This is an optimization exercise on Yosys and OpenROAD, whose aim is small area, a short achievable clock period and few clock cycles per item, not a production implementation. Only simulation tests tie the RTL to the original design; equivalence was not proved.

## run A
==> flow/design.v <==
module sfa_stage_a (
  input  logic        mode_i,
  input  logic [31:0] a_bits_i,
  input  logic [31:0] b_bits_i,
  output logic [31:0] a_bits_o,
  output logic [31:0] b_eff_o,    
  output logic        a_zero_o,
  output logic        b_zero_o
);
  always_comb begin
    a_bits_o = a_bits_i;
    b_eff_o  = b_bits_i ^ {mode_i, 31'd0};
    a_zero_o = (a_bits_i[30:0] == '0);
    b_zero_o = (b_bits_i[30:0] == '0);
  end
endmodule
module sfa_stage_b #(
  parameter int unsigned KeptAlignBits = 8
) (
  input  logic [31:0] a_bits_i,
  input  logic [31:0] b_eff_i,
  input  logic        a_zero_i,
  input  logic        b_zero_i,
  output logic [22:0] l_frac_o,
  output logic [25:0] s_op_o,     
  output logic        cin_o,
  output logic        inv_o,
  output logic [7:0]  l_exp_o,
  output logic        sign_o,
  output logic        zero_op_o
);
  logic [22:0] a_frac, b_frac, s_frac;
  logic [7:0]  ea, eb, gap;
  logic [8:0]  d_ab, d_ba;
  logic        l_is_b, zero_op, sub, l_sign, s_gt, sticky;
  logic [31:0] y;
  logic [6:0]  low_or;
  always_comb begin
    a_frac = a_bits_i[22:0];
    b_frac = b_eff_i[22:0];
    ea = a_bits_i[30:23];
    eb = b_eff_i[30:23];
    d_ab = {1'b0, ea} - {1'b0, eb};
    d_ba = {1'b0, eb} - {1'b0, ea};
    l_is_b  = a_zero_i | d_ab[8];
    gap     = d_ab[8] ? d_ba[7:0] : d_ab[7:0];
    zero_op = a_zero_i | b_zero_i;
    sub     = (a_bits_i[31] ^ b_eff_i[31]) & ~zero_op;
    l_sign  = l_is_b ? (b_eff_i[31] & ~b_zero_i) : a_bits_i[31];
    l_frac_o = l_is_b ? b_frac : a_frac;
    s_frac   = l_is_b ? a_frac : b_frac;
    l_exp_o  = l_is_b ? eb : ea;
    s_gt = (ea == eb) && (b_frac > a_frac);
    y = {1'b1, s_frac, 8'd0} >> gap;
    if (gap > 8'(KeptAlignBits)) y[7:0] = 8'd0;
    if (zero_op) y = '0;
    low_or[0] = s_frac[0];
    for (int i = 1; i < 7; i++) low_or[i] = low_or[i-1] | s_frac[i];
    sticky = (gap >= 8'd2) && (gap <= 8'd8) && low_or[3'(gap - 8'd2)] && ~zero_op;
    s_op_o = {1'b0, y[31:7]} ^ {26{sub}};
    cin_o = sub & ~s_gt & ~sticky;
    inv_o = sub & s_gt;
    sign_o = l_sign ^ (sub & s_gt);
    zero_op_o = zero_op;
  end
endmodule
module sfa_stage_c (
  input  logic [22:0] l_frac_i,
  input  logic [25:0] s_op_i,
  input  logic        cin_i,
  input  logic        inv_i,
  input  logic [7:0]  l_exp_i,
  input  logic        sign_i,
  input  logic        zero_op_i,
  output logic [25:0] mag_o,      
  output logic [4:0]  lz_o,
  output logic [7:0]  l_exp_o,
  output logic        sign_o,
  output logic        zero_op_o
);
  logic [26:0] sum27;
  always_comb begin
    sum27 = {2'b01, l_frac_i, 1'b0, cin_i} + {s_op_i, cin_i};
    mag_o = sum27[26:1] ^ {26{inv_i}};
    lz_o = 5'd0;
    for (int i = 0; i < 26; i++) begin
      if (mag_o[i]) lz_o = 5'(25 - i);
    end
    l_exp_o = l_exp_i;
    sign_o = sign_i;
    zero_op_o = zero_op_i;
  end
endmodule
module sfa_stage_d (
  input  logic [25:0] mag_i,
  input  logic [4:0]  lz_i,
  input  logic [7:0]  l_exp_i,
  input  logic        sign_i,
  input  logic        zero_op_i,
  output logic [31:0] result_bits_o,
  output logic        range_error_o
);
  logic [25:0] norm;
  logic [7:0]  rexp;
  logic        over, under;
  always_comb begin
    norm  = mag_i << lz_i;
    rexp  = l_exp_i + 8'd1 - {3'd0, lz_i};
    over  = ~zero_op_i & ((l_exp_i == 8'd255 && lz_i <= 5'd1) ||
                          (l_exp_i == 8'd254 && lz_i == 5'd0));
    under = ~zero_op_i & ({3'd0, lz_i} > l_exp_i);
    range_error_o = 1'b0;
    if (mag_i == '0) begin
      result_bits_o = '0;
    end else if (over) begin
      range_error_o = 1'b1;
      result_bits_o = {sign_i, 8'hff, 23'd0};
    end else if (under) begin
      range_error_o = 1'b1;
      result_bits_o = {sign_i, 31'd0};
    end else begin
      result_bits_o = {sign_i, rexp, norm[24:2]};
    end
  end
endmodule
module single_float_add_sub #(
  parameter int unsigned KEPT_ALIGN_BITS = 8
) (
  input  logic             clk_i,
  input  logic             rst_ni,
  input  logic             in_valid_i,
  output logic             in_stall_o,
  input  logic             mode_i,
  input  logic [31:0] a_bits_i,
  input  logic [31:0] b_bits_i,
  output logic             out_valid_o,
  input  logic             out_stall_i,
  output logic [31:0] result_bits_o,
  output logic             range_error_o
);
  logic        v1_q, v2_q, v3_q, vo_q, vk_q;
  logic        adv, take, inc, o_load, k_load;
  logic [31:0] a1_d, a1_q, b1_d, b1_q;
  logic        az1_d, az1_q, bz1_d, bz1_q;
  logic [22:0] lf_d, lf_q;
  logic [25:0] sop_d, sop_q;
  logic [7:0]  le2_d, le2_q;
  logic        cin_d, cin_q, inv_d, inv_q, sg2_d, sg2_q, z2_d, z2_q;
  logic [25:0] mag_d, mag_q;
  logic [4:0]  lz_d, lz_q;
  logic [7:0]  le3_d, le3_q;
  logic        sg3_d, sg3_q, z3_d, z3_q;
  logic [31:0] res_d, res_q, res_k;
  logic        err_d, err_q, err_k;
  sfa_stage_a u_a (
    .mode_i, .a_bits_i, .b_bits_i,
    .a_bits_o(a1_d), .b_eff_o(b1_d), .a_zero_o(az1_d), .b_zero_o(bz1_d)
  );
  sfa_stage_b #(.KeptAlignBits(KEPT_ALIGN_BITS)) u_b (
    .a_bits_i(a1_q), .b_eff_i(b1_q), .a_zero_i(az1_q), .b_zero_i(bz1_q),
    .l_frac_o(lf_d), .s_op_o(sop_d), .cin_o(cin_d), .inv_o(inv_d),
    .l_exp_o(le2_d), .sign_o(sg2_d), .zero_op_o(z2_d)
  );
  sfa_stage_c u_c (
    .l_frac_i(lf_q), .s_op_i(sop_q), .cin_i(cin_q), .inv_i(inv_q),
    .l_exp_i(le2_q), .sign_i(sg2_q), .zero_op_i(z2_q),
    .mag_o(mag_d), .lz_o(lz_d), .l_exp_o(le3_d), .sign_o(sg3_d), .zero_op_o(z3_d)
  );
  sfa_stage_d u_d (
    .mag_i(mag_q), .lz_i(lz_q), .l_exp_i(le3_q), .sign_i(sg3_q), .zero_op_i(z3_q),
    .result_bits_o(res_d), .range_error_o(err_d)
  );
  assign adv = !vk_q;
  assign in_stall_o = vk_q;
  assign take = vo_q && !out_stall_i;
  assign inc = adv && v3_q;
  assign o_load = vk_q ? take : (inc && (!vo_q || take));
  assign k_load = !vk_q && inc && vo_q && !take;
  always_ff @(posedge clk_i or negedge rst_ni) begin
    if (!rst_ni) begin
      v1_q <= 1'b0;
      v2_q <= 1'b0;
      v3_q <= 1'b0;
      vo_q <= 1'b0;
      vk_q <= 1'b0;
    end else begin
      if (adv) begin
        v1_q <= in_valid_i;
        v2_q <= v1_q;
        v3_q <= v2_q;
      end
      if (o_load) vo_q <= 1'b1;
      else if (take) vo_q <= 1'b0;
      if (k_load) vk_q <= 1'b1;
      else if (take) vk_q <= 1'b0;
    end
  end
  always_ff @(posedge clk_i) begin
    if (adv) begin
      a1_q   <= a1_d;
      b1_q   <= b1_d;
      az1_q  <= az1_d;
      bz1_q  <= bz1_d;
      lf_q   <= lf_d;
      sop_q  <= sop_d;
      cin_q  <= cin_d;
      inv_q  <= inv_d;
      le2_q  <= le2_d;
      sg2_q  <= sg2_d;
      z2_q   <= z2_d;
      mag_q  <= mag_d;
      lz_q   <= lz_d;
      le3_q  <= le3_d;
      sg3_q  <= sg3_d;
      z3_q   <= z3_d;
    end
    if (o_load) begin
      res_q <= vk_q ? res_k : res_d;
      err_q <= vk_q ? err_k : err_d;
    end
    if (k_load) begin
      res_k <= res_d;
      err_k <= err_d;
    end
  end
  assign out_valid_o = vo_q;
  assign result_bits_o = res_q;
  assign range_error_o = err_q;
endmodule
Settings: LEC_CHECK=0, CAP_MARGIN=20, CORE_MARGIN=2, CORE_UTILIZATION=40, SLEW_MARGIN=20; clock period 14.0 ns.
standard.sh (not shown) runs the stock make flow with config.mk's settings and CLKGATE_MAP_FILE= SYNTH_SCRIPT=/design/flow/synth_recipe.tcl, a recipe that flattens the netlist after the stock synthesis.
==> flow/flow/run.sh <==
#!/bin/bash
# The standard layout with these changes to how it is made:
# - synthesis maps with the ABC script flow/abc.script (flow/synth.tcl);
# - timing repair aims well below the clock period (setup margin 10 ns),
#   so that the achieved period is short;
# - larger clock-tree sink clusters (fewer, shallower clock buffers);
# - buf_2 cells as the port buffers;
# - denser placement.
set -euo pipefail
here="$(cd "$(dirname "${BASH_SOURCE[0]}")" && pwd)"
export FLOW_ABC_SCRIPT="$here/abc.script"
bash standard.sh SYNTH_SCRIPT="$here/synth.tcl" \
  SETUP_SLACK_MARGIN=10 \
  CTS_CLUSTER_SIZE=25 CTS_CLUSTER_DIAMETER=200 \
  "BUFFER_PORTS_ARGS=-buffer_cell sky130_fd_sc_hd__buf_2" \
  CORE_UTILIZATION=60 PLACE_DENSITY=0.75 \
  finish > make_finish.log 2>&1
==> flow/flow/abc.script <==
strash
dch
map -a
topo
stime -c
buffer -c
upsize -c
dnsize -c
==> flow/flow/synth.tcl <==
# The standard flow's synthesis script (synth_recipe.tcl), except that ABC maps with the
# script in flow/abc.script instead of ORFS's speed or area script. Only the
# combinational mapping changes; the registers are those of the standard
# synthesis.
proc synth {args} { yosys synth -nofsm -noshare {*}$args }
proc abc {args} {
  set i [lsearch -exact $args -script]
  if {$i >= 0} { lset args [expr {$i + 1}] $::env(FLOW_ABC_SCRIPT) }
  yosys abc {*}$args
}
source $::env(SCRIPTS_DIR)/synth.tcl
# left out here: clear keep_hierarchy, flatten, clean up, hide names made inside functions, write 1_2_yosys.v
Testbench counts of run A, summed over its fixed seeds: cycles 16,032, items 16,000.
diff inputs: run A => run B
diff --git a/flow/design.v b/flow/design.v
--- a/flow/design.v
+++ b/flow/design.v
@@ -51,5 +51,5 @@
     s_frac   = l_is_b ? a_frac : b_frac;
     l_exp_o  = l_is_b ? eb : ea;
-    s_gt = (ea == eb) && (b_frac > a_frac);
+    s_gt = (gap == 8'd0) && (l_is_b ? (a_frac > b_frac) : (b_frac > a_frac));
     y = {1'b1, s_frac, 8'd0} >> gap;
     if (gap > 8'(KeptAlignBits)) y[7:0] = 8'd0;
@@ -79,8 +79,8 @@
   output logic        zero_op_o
 );
-  logic [26:0] sum27;
-  always_comb begin
-    sum27 = {2'b01, l_frac_i, 1'b0, cin_i} + {s_op_i, cin_i};
-    mag_o = sum27[26:1] ^ {26{inv_i}};
+  logic [25:0] sum;
+  always_comb begin
+    sum = {2'b01, l_frac_i, 1'b0} + s_op_i + 26'(cin_i);
+    mag_o = sum ^ {26{inv_i}};
     lz_o = 5'd0;
     for (int i = 0; i < 26; i++) begin
@@ -102,23 +102,21 @@
 );
   logic [25:0] norm;
-  logic [7:0]  rexp;
-  logic        over, under;
-  always_comb begin
-    norm  = mag_i << lz_i;
-    rexp  = l_exp_i + 8'd1 - {3'd0, lz_i};
-    over  = ~zero_op_i & ((l_exp_i == 8'd255 && lz_i <= 5'd1) ||
-                          (l_exp_i == 8'd254 && lz_i == 5'd0));
-    under = ~zero_op_i & ({3'd0, lz_i} > l_exp_i);
+  logic [9:0]  rexp;
+  always_comb begin
+    norm = mag_i << lz_i;
+    rexp = {2'b00, l_exp_i} + 10'd1 - {5'd0, lz_i};
     range_error_o = 1'b0;
     if (mag_i == '0) begin
       result_bits_o = '0;
-    end else if (over) begin
+    end else if (zero_op_i) begin
+      result_bits_o = {sign_i, l_exp_i, norm[24:2]};
+    end else if (!rexp[9] && rexp > 10'd254) begin
       range_error_o = 1'b1;
       result_bits_o = {sign_i, 8'hff, 23'd0};
-    end else if (under) begin
+    end else if (rexp[9] || rexp == '0) begin
       range_error_o = 1'b1;
       result_bits_o = {sign_i, 31'd0};
     end else begin
-      result_bits_o = {sign_i, rexp, norm[24:2]};
+      result_bits_o = {sign_i, rexp[7:0], norm[24:2]};
     end
   end
[summary]
- Run B finished end to end and its layout was clean on timing, DRC and antenna.
- Run B ended with less worst hold slack than run A.
- Against run A, worst max-slew margin expressed relative to the limit in run B came out worse.
- The via count number comes out lower for run B vs run A.
- The higher fraction of area in registers of run B and run A is in run B.
- Run B against run A.
- Summary: with run A as the reference, net count after synthesis in run B moved down by a few percent.
- Post-synthesis share of cell area spent on full adders, half adders and majority gates (run B over run A): decrease, 0.85 points
- Sort run B and run A by final-layout clock buffer total desc -> top: run B
- Looking at global-route wire length before repair across run B and run A, the one that comes out lower is run B.
- Run B vs run A: peak fanout along the critical path down in run B
- On critical path data required time, the lower figure sits with run B, not run A.
- Worst-case setup margin in the final layout: run B vs run A up 0.10 ns
Testbench counts of run B, summed over its fixed seeds: cycles 16,032, items 16,000.

## separate check: timing with driven ports
The results above use ideal ports. As a check the final layouts listed here were re-extracted and re-timed, cells and wires unchanged. Step 1, drivers: a clkbuf_16 drives clk_i and a buf_2 each remaining input, both assumed. Step 2 adds t to the input delays and takes it off the output delays; t is the mean of the earliest and latest rising clock arrival at the registers after step 1. Input paths then give back, and output paths get back, about the clock's delay inside the block. Slacks: ideal / step 1 / step 2; pairs: ideal / step 1.
| run | shift t [ns] | setup slack, ns | hold slack, ns | worst setup path at the end | worst data-port slew with drivers (ns) |
|---|---|---|---|---|---|
| run A | 0.533 | 10.014 / 10.014 / 9.866 | 0.430 / 0.430 / 0.430 | input to register | 0.04 |
| run B | 0.528 | 10.118 / 10.069 / 9.664 | 0.409 / 0.409 / 0.409 | input to register | 0.04 |
After both steps every run listed still meets setup and hold. For run B, which loses most, drivers alone change the setup slack by -0.049 ns; drivers and shift together by -0.454 ns.
